Source: an optimization exercise on an open RTL-to-GDS flow (aim: a short achievable clock period and few clock cycles). Production flows keep margins and buffers that such runs may drop.
Function was checked by simulation only, so behaviour that the tests miss may differ from the original.
Power and IR drop assume default switching activity.

### design/flow/config.mk
export PLATFORM = sky130hd
export DESIGN_NAME = sliding_window_arq_endpoint
export DESIGN_NICKNAME = sliding_window_arq_endpoint
export VERILOG_FILES = /design/flow/design.v
export SDC_FILE = /design/flow/constraint.sdc
export NUM_CORES = 4
export LEC_CHECK = 0
export CAP_MARGIN = 20
export CORE_MARGIN = 2
export CORE_UTILIZATION = 40
export SETUP_SLACK_MARGIN = 5
export SLEW_MARGIN = 20
export TNS_END_PERCENT = 100
### design/flow/constraint.sdc
create_clock -name core_clock -period 8.0 [get_ports {clk_i}]
set_input_delay 1.6000 -clock core_clock [delete_from_list [all_inputs] [get_ports {clk_i}]]
set_output_delay 1.6000 -clock core_clock [all_outputs]
set_load 0.01 [all_outputs]
### design/flow/design.v
`default_nettype none
package swarq_pkg;
  localparam int unsigned WindowSlotsDef = 16;
  localparam int unsigned SeqW    = 32;
  localparam int unsigned HandleW = 16;
  localparam int unsigned LenW    = 16;
  localparam int unsigned CountW  = 5;
  localparam logic [1:0] REQ_DATA = 2'd0;
  localparam logic [1:0] REQ_ACK  = 2'd1;
  localparam logic [1:0] REQ_SENT = 2'd2;
  localparam logic [1:0] KIND_DELIVER = 2'd0;
  localparam logic [1:0] KIND_ACK     = 2'd1;
  localparam logic [1:0] KIND_STATUS  = 2'd2;
  typedef struct packed {
    logic [1:0]         req_type;
    logic [SeqW-1:0]    seq;
    logic [HandleW-1:0] payload_handle;
    logic [LenW-1:0]    payload_len;
  } in_req_t;
  typedef struct packed {
    logic [1:0]         result_kind;
    logic [HandleW-1:0] deliver_handle;
    logic [LenW-1:0]    deliver_len;
    logic [SeqW-1:0]    ack_seq;
    logic               accepted;
    logic [CountW-1:0]  freed_count;
    logic [CountW-1:0]  outstanding_count;
    logic               window_full;
    logic               closing;
    logic               last;
  } out_rsp_t;
  typedef struct packed {
    logic [HandleW-1:0] handle;
    logic [LenW-1:0]    len;
  } slot_data_t;
  typedef enum logic [2:0] {
    ST_IDLE,
    ST_DIFF,
    ST_EVAL,
    ST_DRAIN,
    ST_ACK,
    ST_CLOSE_ACK,
    ST_STATUS
  } state_e;
endpackage
`default_nettype wire
`default_nettype none
module swarq_slot_store #(
  parameter int unsigned WindowSlots = swarq_pkg::WindowSlotsDef,
  parameter int unsigned IdxW        = $clog2(WindowSlots)
) (
  input  wire                      clk_i,
  input  wire                      rst_ni,
  input  wire                      wr_en_i,
  input  wire  [IdxW-1:0]          wr_idx_i,
  input  wire  [31:0]              wr_data_i,
  input  wire                      clr_en_i,
  input  wire  [WindowSlots-1:0]   clr_oh_i,
  input  wire  [WindowSlots-1:0]   rd_oh_i,
  output logic                     rd_valid_o,
  output logic [31:0]              rd_data_o
);
  logic [WindowSlots-1:0]         valid_q;
  logic [WindowSlots-1:0][31:0]   data_q;
  logic [WindowSlots-1:0]         wr_oh_q;
  logic [31:0]                    wr_data_q;
  logic [31:0]                    mem_rd;
  logic                           fwd;
  always_ff @(posedge clk_i or negedge rst_ni) begin
    if (!rst_ni) begin
      valid_q <= '0;
      wr_oh_q <= '0;
    end else begin
      for (int i = 0; i < WindowSlots; i++) begin
        wr_oh_q[i] <= wr_en_i && (wr_idx_i == IdxW'(i));
        if (wr_en_i && wr_idx_i == IdxW'(i)) begin
          valid_q[i] <= 1'b1;
        end else if (clr_en_i && clr_oh_i[i]) begin
          valid_q[i] <= 1'b0;
        end
      end
    end
  end
  always_ff @(posedge clk_i) begin
    wr_data_q <= wr_data_i;
    for (int i = 0; i < WindowSlots; i++) begin
      if (wr_oh_q[i]) begin
        data_q[i] <= wr_data_q;
      end
    end
  end
  always_comb begin
    rd_valid_o = 1'b0;
    mem_rd     = '0;
    fwd        = 1'b0;
    for (int i = 0; i < WindowSlots; i++) begin
      rd_valid_o = rd_valid_o | (valid_q[i] & rd_oh_i[i]);
      mem_rd     = mem_rd | (data_q[i] & {32{rd_oh_i[i]}});
      fwd        = fwd | (wr_oh_q[i] & rd_oh_i[i]);
    end
    rd_data_o = fwd ? wr_data_q : mem_rd;
  end
endmodule
`default_nettype wire
`default_nettype none
module sliding_window_arq_endpoint #(
  parameter int unsigned WindowSlots = swarq_pkg::WindowSlotsDef
) (
  input  wire                   clk_i,
  input  wire                   rst_ni,
  input  wire                   in_valid_i,
  output logic                  in_ready_o,
  input  wire  [65:0]           in_req_i,
  output logic                  out_valid_o,
  input  wire                   out_ready_i,
  output logic [79:0]           out_rsp_o
);
  localparam int unsigned IdxW = $clog2(WindowSlots);
  typedef enum logic [1:0] {
    S_E,
    S_DRAIN,
    S_CLOSE
  } st_e;
  localparam int unsigned F_DATA  = 0;
  localparam int unsigned F_ACK   = 1;
  localparam int unsigned F_LZ    = 2;
  localparam int unsigned F_RXWIN = 3;
  localparam int unsigned F_RXHIT = 4;
  localparam int unsigned F_TXWIN = 5;
  localparam int unsigned F_LE0   = 6;
  localparam int unsigned F_LE1   = 7;
  localparam int unsigned F_OFF   = 8;    
  localparam int unsigned FlagsW  = 13;
  logic        in_full_q;
  logic        h_valid_q, t_valid_q;
  logic [65:0] h_q, t_q;
  logic [FlagsW-1:0] f_q;
  logic        push, pop, h_free;
  logic [31:0] expected_q, expm1_q;
  logic [27:0] exp_hp1_q;
  logic [15:0] head_q;
  logic [31:0] tx_base_q, tx_top_q;
  logic [27:0] tx_hp1_q, top_hp1_q;
  logic        tx_chg_q, sent_chg_q;
  logic [4:0]  outst_q;
  logic        closed_q;
  st_e         st_q;
  logic        acc_q;
  logic        hv_q;
  logic [31:0] nd_q;
  logic        out_valid_q, sk_valid_q;
  logic [79:0] out_q, sk_q;
  logic        emit;
  logic [79:0] rsp;
  logic        out_take;
  function automatic logic [FlagsW-1:0] calc_flags(input logic [65:0] r,
                                        input logic [31:0] exp_v,
                                        input logic [27:0] exp_hp1_v,
                                        input logic [31:0] txb_v,
                                        input logic [27:0] tx_hp1_v,
                                        input logic [4:0]  outst_v);
    logic [FlagsW-1:0] f;
    logic [31:0] s;
    logic       rx_hi_eq, rx_hi_eq1, rx_lo_ge;
    logic       tx_hi_eq, tx_hi_eq1, tx_lo_ge;
    logic [3:0] off;
    s          = r[63:32];
    f[F_DATA]  = (r[65:64] == swarq_pkg::REQ_DATA);
    f[F_ACK]   = (r[65:64] == swarq_pkg::REQ_ACK);
    f[F_LZ] = (r[15:0] == 16'd0);
    rx_hi_eq   = (s[31:4] == exp_v[31:4]);
    rx_hi_eq1  = (s[31:4] == exp_hp1_v);
    rx_lo_ge   = (s[3:0] >= exp_v[3:0]);
    f[F_RXWIN]   = (rx_hi_eq & rx_lo_ge) | (rx_hi_eq1 & ~rx_lo_ge);
    f[F_RXHIT]   = rx_hi_eq & (s[3:0] == exp_v[3:0]);
    tx_hi_eq   = (s[31:4] == txb_v[31:4]);
    tx_hi_eq1  = (s[31:4] == tx_hp1_v);
    tx_lo_ge   = (s[3:0] >= txb_v[3:0]);
    f[F_TXWIN]   = (tx_hi_eq & tx_lo_ge) | (tx_hi_eq1 & ~tx_lo_ge);
    off        = s[3:0] - txb_v[3:0];
    f[F_OFF+:5] = {1'b0, off} + 5'd1;
    f[F_LE0]   = ({1'b0, off} < outst_v);
    f[F_LE1]   = ({1'b0, off} <= outst_v);
    calc_flags = f;
  endfunction
  logic [FlagsW-1:0] f_in, f_t, f_h;
  assign f_in = calc_flags(in_req_i, expected_q, exp_hp1_q, tx_base_q, tx_hp1_q, outst_q);
  assign f_t  = calc_flags(t_q,      expected_q, exp_hp1_q, tx_base_q, tx_hp1_q, outst_q);
  assign f_h  = calc_flags(h_q,      expected_q, exp_hp1_q, tx_base_q, tx_hp1_q, outst_q);
  logic [31:0] h_seq;
  logic [15:0] h_handle, h_len;
  assign h_seq    = h_q[63:32];
  assign h_handle = h_q[31:16];
  assign h_len    = h_q[15:0];
  logic        tx_le;
  logic [4:0]  freed, ack_outst;
  assign tx_le     = sent_chg_q ? f_q[F_LE1] : f_q[F_LE0];
  assign freed     = !f_q[F_TXWIN] ? 5'd0 : (tx_le ? f_q[F_OFF+:5] : outst_q);
  assign ack_outst = !f_q[F_TXWIN] ? outst_q : (tx_le ? (outst_q - f_q[F_OFF+:5]) : 5'd0);
  logic        slot_wr_en, slot_clr_en, slot_nv;
  logic [31:0] slot_nd;
  logic [15:0] head_nx;
  assign head_nx = {head_q[14:0], head_q[15]};
  swarq_slot_store #(
    .WindowSlots (WindowSlots),
    .IdxW        (IdxW)
  ) u_slots (
    .clk_i      (clk_i),
    .rst_ni     (rst_ni),
    .wr_en_i    (slot_wr_en),
    .wr_idx_i   (h_seq[IdxW-1:0]),
    .wr_data_i  ({h_handle, h_len}),
    .clr_en_i   (slot_clr_en),
    .clr_oh_i   (head_q),
    .rd_oh_i    (head_nx),
    .rd_valid_o (slot_nv),
    .rd_data_o  (slot_nd)
  );
  logic go;
  logic deliver;
  logic tx_upd;
  logic sent_inc;
  logic set_closed;
  st_e  st_d;
  logic acc_d;
  assign go = !sk_valid_q;
  always_comb begin
    rsp         = '0;
    emit        = 1'b0;
    pop         = 1'b0;
    deliver     = 1'b0;
    tx_upd      = 1'b0;
    sent_inc    = 1'b0;
    set_closed  = 1'b0;
    slot_wr_en  = 1'b0;
    slot_clr_en = 1'b0;
    st_d        = st_q;
    acc_d       = acc_q;
    rsp[7:3]    = outst_q;
    rsp[1]      = closed_q;
    case (st_q)
      S_E: begin
        if (h_valid_q && go) begin
          if (f_q[F_DATA]) begin
            emit       = 1'b1;
            set_closed = f_q[F_LZ];
            rsp[1]     = closed_q | f_q[F_LZ];
            rsp[13]    = f_q[F_RXWIN];
            acc_d      = f_q[F_RXWIN];
            if (f_q[F_RXHIT]) begin
              rsp[79:78] = swarq_pkg::KIND_DELIVER;
              rsp[77:62] = h_handle;
              rsp[61:46] = h_len;
              deliver    = 1'b1;
              st_d       = S_DRAIN;
            end else begin
              slot_wr_en = f_q[F_RXWIN];
              rsp[79:78] = swarq_pkg::KIND_ACK;
              rsp[45:14] = expm1_q;
              rsp[0]     = !f_q[F_LZ];
              if (f_q[F_LZ]) begin
                st_d = S_CLOSE;
              end else begin
                pop = 1'b1;
              end
            end
          end else if (f_q[F_ACK]) begin
            if (!tx_chg_q) begin
              emit       = 1'b1;
              pop        = 1'b1;
              tx_upd     = f_q[F_TXWIN];
              rsp[79:78] = swarq_pkg::KIND_STATUS;
              rsp[13]    = f_q[F_TXWIN];
              rsp[12:8]  = freed;
              rsp[7:3]   = ack_outst;
              rsp[0]     = 1'b1;
            end
          end else begin
            emit       = 1'b1;
            pop        = 1'b1;
            sent_inc   = !outst_q[4];
            rsp[79:78] = swarq_pkg::KIND_STATUS;
            rsp[7:3]   = outst_q[4] ? outst_q : outst_q + 5'd1;
            rsp[2]     = outst_q[4];
            rsp[0]     = 1'b1;
          end
        end
      end
      S_DRAIN: begin
        if (go) begin
          emit    = 1'b1;
          rsp[13] = 1'b1;
          if (hv_q) begin
            rsp[79:78]  = swarq_pkg::KIND_DELIVER;
            rsp[77:46]  = nd_q;
            deliver     = 1'b1;
            slot_clr_en = 1'b1;
          end else begin
            rsp[79:78] = swarq_pkg::KIND_ACK;
            rsp[45:14] = expm1_q;
            rsp[0]     = !f_q[F_LZ];
            if (f_q[F_LZ]) begin
              st_d = S_CLOSE;
            end else begin
              st_d = S_E;
              pop  = 1'b1;
            end
          end
        end
      end
      default: begin
        if (go) begin
          emit       = 1'b1;
          pop        = 1'b1;
          st_d       = S_E;
          rsp[79:78] = swarq_pkg::KIND_ACK;
          rsp[45:14] = expm1_q;
          rsp[13]    = acc_q;
          rsp[0]     = 1'b1;
        end
      end
    endcase
  end
  always_ff @(posedge clk_i or negedge rst_ni) begin
    if (!rst_ni) begin
      st_q       <= S_E;
      expected_q <= '0;
      expm1_q    <= '1;
      exp_hp1_q  <= 28'd1;
      head_q     <= 16'd1;
      hv_q       <= 1'b0;
      tx_base_q  <= '0;
      tx_hp1_q   <= 28'd1;
      tx_top_q   <= '0;
      top_hp1_q  <= 28'd1;
      tx_chg_q   <= 1'b0;
      sent_chg_q <= 1'b0;
      outst_q    <= '0;
      closed_q   <= 1'b0;
    end else begin
      st_q       <= st_d;
      tx_chg_q   <= tx_upd;
      sent_chg_q <= sent_inc;
      if (deliver) begin
        expected_q <= expected_q + 32'd1;
        expm1_q    <= expected_q;
        if (expected_q[3:0] == 4'hF) begin
          exp_hp1_q <= exp_hp1_q + 28'd1;
        end
        head_q     <= head_nx;
        hv_q       <= slot_nv;
      end
      if (tx_upd) begin
        if (tx_le) begin
          tx_base_q <= h_seq + 32'd1;
          tx_hp1_q  <= h_seq[31:4] + ((h_seq[3:0] == 4'hF) ? 28'd2 : 28'd1);
        end else begin
          tx_base_q <= tx_top_q;
          tx_hp1_q  <= top_hp1_q;
        end
        outst_q <= ack_outst;
      end
      if (sent_inc) begin
        tx_top_q <= tx_top_q + 32'd1;
        if (tx_top_q[3:0] == 4'hF) begin
          top_hp1_q <= top_hp1_q + 28'd1;
        end
        outst_q  <= outst_q + 5'd1;
      end
      if (set_closed) begin
        closed_q <= 1'b1;
      end
    end
  end
  always_ff @(posedge clk_i) begin
    acc_q <= acc_d;
    if (deliver) begin
      nd_q <= slot_nd;
    end
  end
  assign push   = in_valid_i && !in_full_q && (in_req_i[65:64] != 2'd3);
  assign h_free = !h_valid_q || pop;
  always_ff @(posedge clk_i or negedge rst_ni) begin
    if (!rst_ni) begin
      h_valid_q <= 1'b0;
      t_valid_q <= 1'b0;
      in_full_q <= 1'b0;
    end else begin
      if (h_free) begin
        h_valid_q <= t_valid_q || push;
        t_valid_q <= 1'b0;
        in_full_q <= 1'b0;
      end else begin
        if (!t_valid_q) begin
          t_valid_q <= push;
        end
        in_full_q <= t_valid_q || push;
      end
    end
  end
  always_ff @(posedge clk_i) begin
    if (!t_valid_q) begin
      t_q <= in_req_i;
    end
    if (h_free) begin
      h_q <= t_valid_q ? t_q : in_req_i;
      f_q <= t_valid_q ? f_t : f_in;
    end else begin
      f_q <= f_h;
    end
  end
  assign in_ready_o = !in_full_q;
  assign out_take = !out_valid_q || out_ready_i;
  always_ff @(posedge clk_i or negedge rst_ni) begin
    if (!rst_ni) begin
      out_valid_q <= 1'b0;
      sk_valid_q  <= 1'b0;
    end else begin
      if (out_take) begin
        out_valid_q <= sk_valid_q || emit;
        sk_valid_q  <= 1'b0;
      end else if (emit) begin
        sk_valid_q  <= 1'b1;
      end
    end
  end
  logic [79:0] out_new;
  assign out_new = sk_valid_q ? sk_q : rsp;
  always_ff @(posedge clk_i) begin
    if (!sk_valid_q) begin
      sk_q <= rsp;
    end
    out_q <= (out_new & {80{out_take}}) | (out_q & {80{!out_take}});
  end
  assign out_valid_o = out_valid_q;
  assign out_rsp_o   = out_q;
endmodule
`default_nettype wire
### design/flow/flow/run.sh
#!/bin/bash
# Standard layout with a larger setup repair target; all tool output goes to flow.log.
set -euo pipefail
bash standard.sh SETUP_SLACK_MARGIN=6.5 finish > flow.log 2>&1
### design/flow/standard.sh
#!/bin/bash
# synth_recipe.tcl (not shown) runs the flow's synth.tcl, then flattens the netlist and writes it again
# the make line also repeats each setting of config.mk as NAME=value (left out here)
make -C /OpenROAD-flow-scripts/flow DESIGN_CONFIG=/design/flow/config.mk WORK_HOME=/design/flow/orfs CLKGATE_MAP_FILE= SYNTH_SCRIPT=/design/flow/synth_recipe.tcl "${@:-finish}"
==> results of run 1 <==
## layout make-up
cell class | count | area [um2] | share of cell area [%]
antenna | 4 | 10.0 | 0.0157
clock inverter | 58 | 677 | 1.07
sequential | 1157 | 31600 | 49.7
timing repair inverter | 1 | 16.3 | 0.0256
clock buffer | 170 | 3500 | 5.50
timing repair buffer | 540 | 6860 | 10.8
inverter | 40 | 199 | 0.313
tap | 1612 | 2020 | 3.17
multi-input combinational | 2165 | 18700 | 29.5
## metal layers
| metal | wire length (um) | track usage [%] | share of wire, % |
|---|---|---|---|
| met5 | 80 | 0 | 0.046 |
| met4 | 8580 | 11.4 | 5.0 |
| met3 | 19200 | 7.88 | 11 |
| met2 | 76100 | 41.5 | 44 |
| met1 | 68900 | 36.7 | 40 |
## power by group through the flow
stage | Clock (mW) | Combinational [mW] | Sequential, mW
after global routing | 6.15 | 6.16 | 9.09
after detailed placement | 0 | 3.57 | 9.18
after CTS | 5.89 | 5.18 | 8.94
final | 5.83 | 5.84 | 9.04
after floorplan | 0 | 2.87 | 8.27
after global placement | 0 | 3.55 | 9.17
## cell usage after synthesis (9+ instances only)
library cell | instances | area, um2
mux2_2 | 121 | 1360
nand4_1 | 119 | 744
a211oi_1 | 18 | 135
a22o_1 | 93 | 815
nor2b_1 | 9 | 56.3
xnor2_1 | 321 | 2810
and4_1 | 13 | 114
ha_1 | 53 | 663
a41oi_1 | 13 | 114
nor4_1 | 56 | 350
nand2_1 | 219 | 822
inv_1 | 39 | 146
clkbuf_1 | 248 | 931
dfstp_2 | 36 | 946
dfrtp_1 | 239 | 5980
dfxtp_1 | 191 | 3820
nand3_1 | 79 | 395
and3_1 | 42 | 263
a221oi_1 | 62 | 543
nor3_1 | 35 | 175
xor2_1 | 190 | 1660
nor2_1 | 176 | 661
a21o_1 | 54 | 405
edfxtp_1 | 691 | 20700
or3_1 | 12 | 75.1
nand2b_1 | 14 | 87.6
mux2i_1 | 11 | 110
o21ai_0 | 117 | 586
a21oi_1 | 87 | 435
buf_1 | 35 | 131
a22oi_1 | 185 | 1390
## path summary, 6_finish.rpt
kind	startpoint	endpoint	slack (ps)	cells after the start
worst max-delay path	in_full_q$_DFF_PN0_	in_ready_o	4970	2
worst min-delay path	h_q[30]$_DFFE_PN_	u_slots.wr_data_q[30]$_DFF_P_	390	0
worst max register to register	sk_valid_q$_DFFE_PN0P_	tx_top_q[22]$_DFFE_PN0P_	5200	7
worst min register to register	h_q[30]$_DFFE_PN_	u_slots.wr_data_q[30]$_DFF_P_	390	0
max in group asynchronous	rst_ni	tx_hp1_q[0]$_DFFE_PN1P_	6640	2
min in group asynchronous	rst_ni	head_q[9]$_DFFE_PN0P_	720	1
## cell families after synthesis
kind of cell    Yosys count  share of synthesized area (%)
compound gates          655                           9.63
mux                     132                           3.06
xor+xnor                512                           9.35
flops                  1157                           65.5
fa+ha+maj                58                           1.59
buf+inv                 333                           2.64
simple gates            797                           8.20
## worst reg2reg max path: stages (launching register included)
cell and delay, ps:
dfrtp_4 500, or4b_4 530, nor4_4 380, buf_4 180, and4_4 280, nand3_4 100, or4_4 540, xnor2_2 140
## metrics by stage
stage	setup slack, ps	std cells	util, %	area, um2	total power [mW]
after floorplan	4630	3644	-	50100	11.1
after global placement	3850	5173	43.8	52300	12.7
after detailed placement	3830	5173	43.8	52300	12.7
after CTS	4920	5676	51.6	61700	20.0
after global routing	4940	5743	53.2	63500	21.4
final	4970	5747	53.2	63600	20.7
## sequential cells by signal, summed over array words and instances (netlist names), 66 cells and up, named ones only
signal,count
sk_q,80
u_slots.data_q,512
h_q,66
t_q,66
## what timing repair did
action	CTS	global route
pin swaps	154	98
cloned	62	13
endpoints found under the setup margin	1147	877
setup buffers	213	54
resized for setup	1028	273
==> notes.md, run 1 <==
Fmax=roughly 330 MHz; maxcap violations=0; post-synthesis cell area=between 40000 and 50000 um2; layout filler cell count=around 9.9k; PD cells=approximately 330 nW/um2; Worst setup EP type=output port; count of pins over their slew limit=0; sequential-to-total area share from yosys stat=~66%; clock slew at reported path FFs=about 60 ps; I/O Pins=152; final HPWL from detailed placement=between 80000 and 90000 um; hold buffer count at CTS=0; WS Path Type=flip-flop to output port; fin crit period=3030 ps; worst skew pair latency=750 ps; slew margin rel.=roughly 30%; global-route wire length before repair=239000 um; initial antenna violation count=9; Yosys warning count=2; Period Utilization, post-route=37.8%; via count=33.7k; critical path arrival=1430 ps; Mapped Cells=3644; synthesized flop and latch total=1157; full die area=approximately 120000 um2; Setup-failing EPs final=0; Vert. Die Dim=351 um; clock tree buffer depth=3; CTS root buffer=clkbuf_16; status=complete, no violations; RSZ-0062 raised after global routing=true; TritonRoute pass-1 iters=5; Core Box Area=approximately 120000 um2; IO buf count=151; CTS tree=done; Net Sw Power=a little over 7 mW; register share of total power=43.7%; # DRC=0; largest net degree at the start of global routing=66; Pleak=roughly 24 nW; ANT nets after route=0; worst clock skew=63.6 ps; cts bufs inserted=119; Synth-to-Final Area Change=32.2%; Die X-Extent=roughly 350 um; Netlist cell types=57; Synth Flop Type=edfxtp_1; htree depth=3; Clock power frac=about 28%; vias in the first global route=32.8k; most frequent cells in the layout=691 x edfxtp_1, 304 x xnor2_1, 202 x dfrtp_1, 190 x dfxtp_1, 179 x xor2_1; CTS Sinks=approximately 1.2k; sw frac=34.0%; FP Rows=approximately 130; Final Hold Vio Count=0; Post-synth EDFFs=~690; Async SR Flop Fraction=23.8%; initial drt markers=approximately 4.1k; crit-path cells=inv_8 -> buf_6; Overall Global Routing Usage=27.3%; Nets=4152; most common cell after layout, fill and taps aside=edfxtp_1; Startpoint Class=flip-flop; CP max stage delay=roughly 520 ps; Initial Util=40.2%; worst hold margin=393 ps; layout cell share with drive strength beyond 1=33.7%; WL/cell=roughly 30 um; crit-path leading delay family=flip-flops; Crit-path slowest cell=dfrtp_4; vias per inst=5.86; TNS Setup=0 ps; hold crit path type=flip-flop to flip-flop; Worst Tran Pin Value=about 1000 ps; final wirelength=approximately 170000 um; CP Buf/Inv Count=2; internal power=~14 mW; grt ovf=0; syn_nets=3772; CP max FO=2; Combinational Power Share=28.2%; Critical Path RT=roughly 6400 ps; syn_area_per_cell=13.2 um2; RD Place Congestion=between 0.9 and 1; worst vdd ir=0.215 mV
Testbench counts, summed over its fixed seeds: cycles 5,855.
==> inputs of run 2 (changes only) <==
==> design/flow/run.sh (new file) <==
#!/bin/bash
# synth_recipe.tcl (not shown) runs the flow's synth.tcl, then flattens the netlist and writes it again
# the make line also repeats each setting of config.mk as NAME=value (left out here)
make -C /OpenROAD-flow-scripts/flow DESIGN_CONFIG=/design/flow/config.mk WORK_HOME=/design/flow/orfs CLKGATE_MAP_FILE= SYNTH_SCRIPT=/design/flow/synth_recipe.tcl finish
removed: design/flow/flow/run.sh
removed: design/flow/standard.sh
==> run 2 against run 1 <==
  * Critical endpoint is now out_rsp_o[57]
  * Largest power group unchanged
  * Utilization down 6.7 points
  * Worst hold slack worse by 21 ps
  * Non-clock buffer count down 290
  * Total power down 11%
  * Wire length down 11%
  * Die area unchanged
  * Via count down 6.5%
  * Setup slack worse by 35 ps
  * Still clean
  * Design area down 13%
==> notes.md, run 2 <==
CP max FO=1; Vert. Die Dim=about 350 um; final wirelength=154000 um; slew margin rel.=between 20% and 30%; TNS Setup=0 ps; design area=around 56000 um2; Fmax=327 MHz; Worst setup EP type=output port; hold buffer count at CTS=0; Synth area leader=edfxtp_1; Synth top cells by count=691 x edfxtp_1, 321 x xnor2_1, 248 x clkbuf_1, 239 x dfrtp_1, 219 x nand2_1; Yosys warning count=2; Setup-failing EPs final=0; # DRC=0; Synth Flop Type=edfxtp_1; Pleak=between 20 and 25 nW; CTS Sinks=around 1.2k; Mapped Cells=3644; CTS root buffer=clkbuf_16; full die area=123000 um2; status=complete, no violations; WL/cell=28.4 um; crit-path leading delay family=flip-flops; Synth-to-Final Area Change=15.6%; Critical Path RT=6400 ps; worst clock skew=around 42 ps; Largest register FFs=between 500 and 600; clock slew at reported path FFs=approximately 60 ps; worst skew pair latency=730 ps; CTS tree=done; vias in the first global route=30.7k; worst vdd ir=between 0.15 and 0.2 mV; Async SR Flop Fraction=23.8%; Period Utilization, post-route=38.3%; RSZ-0062 raised after global routing=true; syn_nets=roughly 3.8k; I/O Pins=152; PD cells=~330 nW/um2; count of pins over their slew limit=0; global-route wire length before repair=about 220000 um; area post-placement=a little over 50000 um2; Post-synth EDFFs=691; TritonRoute pass-1 iters=6; via count=31.5k; area of the multi-input gates=15700 um2; largest net degree at the start of global routing=170; RD Place Congestion=0.968; Worst Tran Pin Value=1130 ps; htree depth=3; Overall Global Routing Usage=24.8%; sequential-to-total area share from yosys stat=roughly two thirds; ranking of synthesized cells by area=edfxtp_1 43%, dfrtp_1 12%, dfxtp_1 8.0%, xnor2_1 5.8%, xor2_1 3.5%; CP Buf/Inv Count=1; top flop regs=u_slots.data_q (512), sk_q (80); Synth top area share=between 40% and 50%; Netlist cell types=57; final HPWL from detailed placement=around 89000 um; most common cell after layout, fill and taps aside=edfxtp_1; maxcap violations=0; Nets=3849; clock tree buffer depth=3; FP Rows=127; most frequent cells in the layout=691 x edfxtp_1, 321 x xnor2_1, 219 x nand2_1, 204 x dfrtp_1, 191 x dfxtp_1; Die X-Extent=351 um; cts bufs inserted=roughly 120; critical path arrival=1460 ps; ANT nets after route=0; most common cell in the netlist=edfxtp_1; fin crit period=3060 ps; crit-path cells=buf_2; hold crit path type=flip-flop to flip-flop; layout filler cell count=roughly 11k; initial drt markers=~4.3k; register area=31500 um2; Crit-path slowest cell=edfxtp_1; syn_area_per_cell=13.2 um2; initial antenna violation count=7; WS Path Type=flip-flop to output port; Startpoint Class=flip-flop; Core Box Area=119000 um2; IO buf count=151; Initial Util=between 40% and 50%; grt ovf=0; worst hold margin=around 370 ps; CP max stage delay=between 500 and 600 ps; synthesized flop and latch total=around 1.2k; Most flops, register=u_slots.data_q; vias per inst=5.79; Final Hold Vio Count=0; layout cell share with drive strength beyond 1=between 10% and 20%; post-synthesis cell area=48100 um2
[run 2: cell count changes in the layout (fill, tap and decap cells not counted), sizes merged, moves of 3 or more]
cell / before / now
bufbuf: 5 / 2
clkbuf: 183 / 192
clkdlybuf4s50: 15 / 37
dlymetal6s2s: 1 / 19
nand3: 89 / 82
inv: 42 / 39
buf: 479 / 127
clkdlybuf4s15: 8 / 38
diode: 4 / 1
dlygate4sd2: 19 / 8
clkinv: 37 / 28
[run 2: worst paths after layout]
check                                             from                            end  slack (ps)  cells after the start
min in group asynchronous                       rst_ni      tx_base_q[15]$_DFFE_PN0P_         910                      1
worst min-delay path                 h_q[21]$_DFFE_PN_  u_slots.wr_data_q[21]$_DFF_P_         370                      0
worst max register to register  sk_valid_q$_DFFE_PN0P_       tx_top_q[22]$_DFFE_PN0P_        5060                      8
max in group asynchronous                       rst_ni         sk_valid_q$_DFFE_PN0P_        5470                      2
worst max-delay path                         flip-flop                  out_rsp_o[57]        4940                      1
worst min register to register       h_q[21]$_DFFE_PN_  u_slots.wr_data_q[21]$_DFF_P_         370                      0
[run 2: cell families (layout without fill, tap and decap cells)]
kind of cell    Yosys count  count (layout)  synth area share (%)
xor+xnor                512             512                  9.35
mux                     132             132                  3.06
flops                  1157            1157                  65.5
other cells               0               1                     0
buf+inv                 333             509                  2.64
fa+ha+maj                58              58                  1.59
simple gates            797             800                  8.20
compound gates          655             655                  9.63
[run 2: area by class of cell]
cell class	count	area share, %
multi-input cells	2157	28.2
repair buffers	250	4.00
inverters	40	0.306
clock inverters	46	1.09
well taps	1612	3.63
diodes	1	0.00451
flip-flops and latches	1157	56.8
clock buffers	173	5.97
[run 2: repair_timing]
action,4_1_cts,5_1_grt
endpoints found under the hold margin,0,0
resized for setup,272,72
setup buffers,18,13
setup endpoints to repair,562,94
pin swaps,9,9
cloned,5,0
[run 2: routing by layer]
| metal | vias to the layer above | global-route usage (%) | wire, um |
|---|---|---|---|
| met4 | 10 | 7.38 | 4730 |
| met2 | 1606 | 36.8 | 66900 |
| li1 | 13600 | - | - |
| met5 | - | 0 | 67 |
| met1 | 16000 | 36.7 | 68100 |
| met3 | 306 | 4.99 | 14300 |
[run 2: worst reg2reg max path: cells and delay by family, from the launching register on]
family                 cells  cell delay, ps
XOR/XNOR                   1             140
buffers and inverters      2             390
AND/OR/NAND/NOR            5            1830
flip-flops                 1             500
[run 2: per-stage QoR]
| stage | setup WS, ps | power (mW) | std cells | util, % |
|---|---|---|---|---|
| after floorplan | 4620 | 10.9 | 3644 | - |
| after global placement | 3670 | 12.6 | 5180 | 42.8 |
| after detailed placement | 3760 | 12.6 | 5180 | 42.8 |
| after CTS | 4790 | 18.4 | 5422 | 46.4 |
| after global routing | 4890 | 19.2 | 5435 | 46.5 |
| final | 4940 | 18.5 | 5436 | 46.5 |
[run 2: where the power goes]
group | leakage (nW) | internal, mW | switching [mW]
clock network | 1.90 | 3.20 | 2.36
registers | 11.6 | 7.56 | 1.41
logic | 6.85 | 1.60 | 2.32
==> inputs of run 3 (changes only) <==
--- a/design/flow/design.v
+++ b/design/flow/design.v
@@ -63,15 +63,9 @@
   logic [WindowSlots-1:0]         valid_q;
   logic [WindowSlots-1:0][31:0]   data_q;
-  logic [WindowSlots-1:0]         wr_oh_q;
-  logic [31:0]                    wr_data_q;
-  logic [31:0]                    mem_rd;
-  logic                           fwd;
   always_ff @(posedge clk_i or negedge rst_ni) begin
     if (!rst_ni) begin
       valid_q <= '0;
-      wr_oh_q <= '0;
     end else begin
       for (int i = 0; i < WindowSlots; i++) begin
-        wr_oh_q[i] <= wr_en_i && (wr_idx_i == IdxW'(i));
         if (wr_en_i && wr_idx_i == IdxW'(i)) begin
           valid_q[i] <= 1'b1;
@@ -83,8 +77,7 @@
   end
   always_ff @(posedge clk_i) begin
-    wr_data_q <= wr_data_i;
     for (int i = 0; i < WindowSlots; i++) begin
-      if (wr_oh_q[i]) begin
-        data_q[i] <= wr_data_q;
+      if (wr_en_i && wr_idx_i == IdxW'(i)) begin
+        data_q[i] <= wr_data_i;
       end
     end
@@ -92,12 +85,9 @@
   always_comb begin
     rd_valid_o = 1'b0;
-    mem_rd     = '0;
-    fwd        = 1'b0;
+    rd_data_o  = '0;
     for (int i = 0; i < WindowSlots; i++) begin
       rd_valid_o = rd_valid_o | (valid_q[i] & rd_oh_i[i]);
-      mem_rd     = mem_rd | (data_q[i] & {32{rd_oh_i[i]}});
-      fwd        = fwd | (wr_oh_q[i] & rd_oh_i[i]);
+      rd_data_o  = rd_data_o | (data_q[i] & {32{rd_oh_i[i]}});
     end
-    rd_data_o = fwd ? wr_data_q : mem_rd;
   end
 endmodule
@@ -132,5 +122,5 @@
   localparam int unsigned F_OFF   = 8;    
   localparam int unsigned FlagsW  = 13;
-  logic        in_full_q;
+  logic        in_rdy_q;
   logic        h_valid_q, t_valid_q;
   logic [65:0] h_q, t_q;
@@ -379,5 +369,5 @@
     end
   end
-  assign push   = in_valid_i && !in_full_q && (in_req_i[65:64] != 2'd3);
+  assign push   = in_valid_i && in_rdy_q && (in_req_i[65:64] != 2'd3);
   assign h_free = !h_valid_q || pop;
   always_ff @(posedge clk_i or negedge rst_ni) begin
@@ -385,15 +375,12 @@
       h_valid_q <= 1'b0;
       t_valid_q <= 1'b0;
-      in_full_q <= 1'b0;
     end else begin
       if (h_free) begin
         h_valid_q <= t_valid_q || push;
         t_valid_q <= 1'b0;
-        in_full_q <= 1'b0;
       end else begin
         if (!t_valid_q) begin
           t_valid_q <= push;
         end
-        in_full_q <= t_valid_q || push;
       end
     end
@@ -410,5 +397,8 @@
     end
   end
-  assign in_ready_o = !in_full_q;
+  always_ff @(posedge clk_i) begin
+    in_rdy_q <= h_free || !(t_valid_q || push);
+  end
+  assign in_ready_o = in_rdy_q;
   assign out_take = !out_valid_q || out_ready_i;
   always_ff @(posedge clk_i or negedge rst_ni) begin
@@ -425,5 +415,5 @@
     end
   end
-  logic [79:0] out_new;
+  logic [79:0] out_new, cp_q;
   assign out_new = sk_valid_q ? sk_q : rsp;
   always_ff @(posedge clk_i) begin
@@ -431,5 +421,8 @@
       sk_q <= rsp;
     end
-    out_q <= (out_new & {80{out_take}}) | (out_q & {80{!out_take}});
+    if (out_take) begin
+      cp_q <= out_new;
+    end
+    out_q <= out_take ? out_new : cp_q;
   end
   assign out_valid_o = out_valid_q;
==> run 3 against run 2 <==
  * Still clean
  * Die area is 2.4% lower
  * Synthesized cell count decreased by 0.88%
  * Register-to-register slack gained 40 ps
  * Clock power shrank 0.9%
  * Critical endpoint is now out_valid_o
  * Largest power group unchanged
  * Highest routed layer unchanged
==> notes.md, run 3 <==
most frequent cells in the layout=691 x edfxtp_1, 351 x nand2_1, 261 x xor2_1, 249 x xnor2_1, 215 x dfrtp_1; crit-path cells=buf_2; Cell Count, Final, Fillers Out=5299; CP max stage delay=~530 ps; # DRC=0; status=complete, no violations; Mapped Cells=around 3.6k; FP Rows=125; Initial Util=40.3%; Overall Global Routing Usage=23.7%; Place WS=roughly 3700 ps; TNS Setup=0 ps; initial antenna violation count=5; ANT nets after route=0; Final Hold Vio Count=0; largest net degree at the start of global routing=140; syn_nets=3740; Worst setup EP type=output port; critical path arrival=1460 ps; fin crit period=about 3100 ps; clock tree buffer depth=3; vias in the first global route=30.3k; count of pins over their slew limit=0; Synth Flop Type=edfxtp_1; full die area=120000 um2; Yosys warning count=2; hold crit path type=flip-flop to flip-flop; Vert. Die Dim=346 um; I/O Pins=152; top flop regs=u_slots.data_q (512), cp_q (80), sk_q (80); CTS root buffer=clkbuf_16; Async SR Flop Fraction=23.3%; PD cells=339 nW/um2; Fmax=327 MHz; Die X-Extent=346 um; final wirelength=146000 um; Critical Path RT=6400 ps; antenna cells=0; RD Place Congestion=~1; setup ws final=4940 ps; WL/cell=27.5 um; fin util=46.8%; TritonRoute pass-1 iters=6; WS Path Type=flip-flop to output port; crit-path leading delay family=flip-flops; via count=30.8k; slew margin rel.=21.7%; Pleak=~20 nW; post-synthesis cell area=46900 um2; Synth area leader=edfxtp_1; CP max FO=3; maxcap violations=0; worst clock skew=79.7 ps; vias per inst=5.82; Nets=3800; Synth-to-Final Area Change=15.9%; worst vdd ir=~0.27 mV; Synth top area share=44.3%; Startpoint Class=flip-flop; RSZ-0062 raised after global routing=true; cts bufs inserted=roughly 120; grt ovf=0; Core Box Area=116000 um2; CP Buf/Inv Count=1; initial drt markers=3201; sequential-to-total area share from yosys stat=65.0%; Crit-path slowest cell=dfrtp_1; worst skew pair latency=about 740 ps; final HPWL from detailed placement=84600 um; global-route wire length before repair=209000 um; Largest register FFs=512; most common cell in the netlist=edfxtp_1; placed cells=between 5k and 6k; layout cell share with drive strength beyond 1=13.6%; Netlist cell types=70; Synth top cells by count=691 x edfxtp_1, 352 x nand2_1, 263 x clkbuf_1, 262 x xor2_1, 249 x xnor2_1; synthesized flop and latch total=1110; CTS Sinks=about 1.1k; Worst Tran Pin Value=1170 ps; IO buf count=151; htree depth=3; Period Utilization, post-route=38.2%; ranking of synthesized cells by area=edfxtp_1 44%, dfrtp_1 12%, dfxtp_1 6.8%, xor2_1 4.9%, xnor2_1 4.7%; clock slew at reported path FFs=roughly 60 ps; most common cell after layout, fill and taps aside=edfxtp_1; Tot Pwr=between 15 and 20 mW; Setup-failing EPs final=0; Most flops, register=u_slots.data_q; CTS tree=done; syn_area_per_cell=~13 um2; Post-synth EDFFs=691
## run 3: cell count changes in the layout (fill, tap and decap cells not counted), sizes merged, moves of 68 or more
cell    delta
a22oi    -148
nand2    +133
xnor2     -73
xor2      +72
a22o      +71
a221oi    +68
## run 3: power breakdown
| group | total (mW) | internal (mW) | switching, mW |
|---|---|---|---|
| Combinational | 4.06 | 1.64 | 2.42 |
| Sequential | 8.83 | 7.38 | 1.46 |
| Clock | 5.51 | 3.19 | 2.32 |
## run 3: worst register-to-register path: stages (launching register included)
cell and delay (ps):
dfxtp_1 600, nand3b_1 270, nand4_1 150, o211a_2 320
inv_16 320, buf_6 370, mux2i_1 400, ha_2 270
and3b_1 140
## run 3: worst paths after layout
| check | from | endpoint | slack [ps] | cells after the start |
|---|---|---|---|---|
| worst min register to register | expm1_q[30]$_DFFE_PN1P_ | expm1_q[30]$_DFFE_PN1P_ | 450 | 2 |
| worst max register to register | f_q[0]$_DFF_P_ | f_q[12]$_DFF_P_ | 5100 | 8 |
| worst min-delay path | expm1_q[30]$_DFFE_PN1P_ | expm1_q[30]$_DFFE_PN1P_ | 450 | 2 |
| min in group asynchronous | rst_ni | exp_hp1_q[21]$_DFFE_PN0P_ | 1000 | 1 |
| max in group asynchronous | rst_ni | tx_top_q[18]$_DFFE_PN0P_ | 5580 | 2 |
| worst max-delay path | out_valid_q$_DFFE_PN0N_ | out_valid_o | 4940 | 1 |
## run 3: what timing repair did
item	CTS	global route
endpoints found under the setup margin	838	122
setup buffers	16	19
pin swaps	7	8
hold buffers	0	0
gates cloned	1	2
resized for setup	257	56
endpoints found under the hold margin	0	0
## run 3: cell type report
type                            instances  area (um2)
Tap cell                             1524        1910
Clock inverter                         52         579
Timing Repair Buffer                  241        2140
Sequential cell                      1110       30500
Fill cell                           10200       61800
Multi-Input combinational cell       2146       15600
Clock buffer                          168        3420
Inverter                               58         258
## run 3: logic make-up after synthesis
kind of cell,share of synthesized area (%)
DFF,65.0
and+or+nand+nor,9.35
AOI/OAI and AO/OA,9.47
xor gates and xnor gates,9.55
buffers and inverters,2.92
muxes,2.07
adders and majority gates,1.63
## run 3: per-stage QoR
step                hold WS, ps  instance area (um2)
floorplan                   420                47000
global placement            433                49800
detailed placement          441                49800
CTS                         453                54200
global route                465                54400
finish                      450                54400
## run 3: layer usage
metal	GRT usage [%]	routed length, um	up-vias
met5	0	13	-
met4	7.69	4330	2
met1	33.0	61800	15800
li1	-	-	13400
met2	37.6	67900	1383
met3	4.17	11700	268
Testbench counts of run 3, summed over its fixed seeds: cycles 5,855.
==> inputs of run 4 (changes only) <==
==> design/flow/flow/run.sh (new file) <==
#!/bin/bash
# Standard layout with a larger setup repair target; all tool output goes to flow.log.
set -euo pipefail
bash standard.sh SETUP_SLACK_MARGIN=6.5 finish > flow.log 2>&1
==> design/flow/standard.sh (new file) <==
#!/bin/bash
# synth_recipe.tcl (not shown) runs the flow's synth.tcl, then flattens the netlist and writes it again
# the make line also repeats each setting of config.mk as NAME=value (left out here)
make -C /OpenROAD-flow-scripts/flow DESIGN_CONFIG=/design/flow/config.mk WORK_HOME=/design/flow/orfs CLKGATE_MAP_FILE= SYNTH_SCRIPT=/design/flow/synth_recipe.tcl "${@:-finish}"
--- a/design/flow/config.mk
+++ b/design/flow/config.mk
@@ -8,5 +8,5 @@
 export CAP_MARGIN = 20
 export CORE_MARGIN = 2
-export CORE_UTILIZATION = 40
+export CORE_UTILIZATION = 65
 export SETUP_SLACK_MARGIN = 5
 export SLEW_MARGIN = 20
removed: design/flow/run.sh
==> run 4 against run 3 <==
  * The flow now stops in 5_1_grt
  * Area after synthesis unchanged
  * Synthesized cell count unchanged
==> notes.md, run 4 <==
First Err=[ERROR GRT-0116] Global routing finished with congestion. Check the congestion regions in the DRC Viewer.; grt ovf=roughly 210; Post-synth EDFFs=691; Overall Global Routing Usage=73.8%; Async SR Flop Fraction=23.3%; Synth top area share=between 40% and 50%; Vert. Die Dim=273 um; syn_nets=about 3.7k; Die X-Extent=273 um; Synth Flop Type=edfxtp_1; ranking of synthesized cells by area=edfxtp_1 44%, dfrtp_1 12%, dfxtp_1 6.8%, xor2_1 4.9%, xnor2_1 4.7%; I/O Pins=around 150; global-route wire length before repair=379000 um; Netlist cell types=70; Mapped Cells=3612; Initial Util=roughly 66%; Yosys warning count=2; CTS Sinks=roughly 1.1k; Synth top cells by count=691 x edfxtp_1, 352 x nand2_1, 263 x clkbuf_1, 262 x xor2_1, 249 x xnor2_1; synthesized flop and latch total=approximately 1.1k; status=did not finish; final HPWL from detailed placement=87900 um; post-synthesis cell area=46900 um2; most common cell in the netlist=edfxtp_1; FP Rows=98; RD Place Congestion=0.994; htree depth=3; cts bufs inserted=105; vias in the first global route=47.7k; hold buffer count at CTS=0; syn_area_per_cell=around 13 um2; area post-placement=50200 um2; Synth area leader=edfxtp_1; largest net degree at the start of global routing=61; clock tree buffer depth=3; sequential-to-total area share from yosys stat=65.0%; CTS root buffer=clkbuf_16; Stop stage=5_1_grt; IO buf count=151
==> run 4: cell counts after synthesis <==
Identical to the previous run, type by type.
==> run 4: per-layer routing <==
layer / overflow / global-route usage (%)
met5: 1 / 26.8
met4: 82 / 69.4
met3: 2 / 59.7
met2: 126 / 90.1
met1: 1 / 74.9
==> run 4: power by group through the flow <==
stage / registers [mW] / clock network, mW / logic (mW)
after floorplan: 8.06 / 0 / 3.20
after global placement: 8.93 / 0 / 3.80
after detailed placement: 8.99 / 0 / 3.91
after CTS: 8.63 / 5.19 / 6.66
==> run 4: through the flow <==
stage               std cells  worst slack (ps)  hold WS [ps]
CTS                      5186              5030           462
detailed placement       4464              3470           441
global placement         4464              3650           429
floorplan                3612              4550           419
==> run 4: kinds of logic after synthesis <==
logic type / share of synthesized area (%)
compound gates: 9.47
xor+xnor: 9.55
fa+ha+maj: 1.63
buf+inv: 2.92
flops: 65.0
mux: 2.07
simple gates: 9.35
==> run 4: how the worst max path moves through the flow <==
stage                                      start                        end  depth (start not counted)
after CTS                           in_req_i[32]             f_q[7]$_DFF_P_                         12
after detailed placement  sk_valid_q$_DFFE_PN0P_  exp_hp1_q[27]$_DFFE_PN0P_                         10
after global placement    sk_valid_q$_DFFE_PN0P_  exp_hp1_q[27]$_DFFE_PN0P_                         10
after floorplan                     in_req_i[33]             f_q[7]$_DFF_P_                         10
==> run 4: what timing repair did <==
action / 4_1_cts
pin swaps: 295
cloned: 128
setup buffers: 396
resized for setup: 1750
endpoints found under the setup margin: 1545

[re-timing with driven ports]
The flow's constraints put no driver on any port. The routed layouts listed below were extracted and timed again, unchanged, in two steps. Step 1: set_driving_cell puts a clkbuf_16 on clk_i and a buf_2 on each other input, an assumption about the parent block. Step 2 moves the port delays by t, midway between the first and last clock arrival at a register: inputs arrive t later, outputs are due t later. That takes back most of the time a late clock gives input paths. Three values: ideal, step 1, step 2; two values: the first two.
| run | t (ns) | slack for setup (ns) | worst setup path at the end | worst register clock-pin slew, ns |
|---|---|---|---|---|
| run 1 | 0.797 | 4.974 / 4.898 / 4.412 | input to register | 0.07 / 0.07 |
| run 2 | 0.781 | 4.940 / 4.869 / 4.311 | input to register | 0.07 / 0.07 |
| run 3 | 0.773 | 4.941 / 4.872 / 4.197 | input to register | 0.07 / 0.07 |
After both steps every run listed still meets setup and hold. For run 3, which loses most, drivers alone change the setup slack by -0.069 ns; drivers and shift together by -0.744 ns.
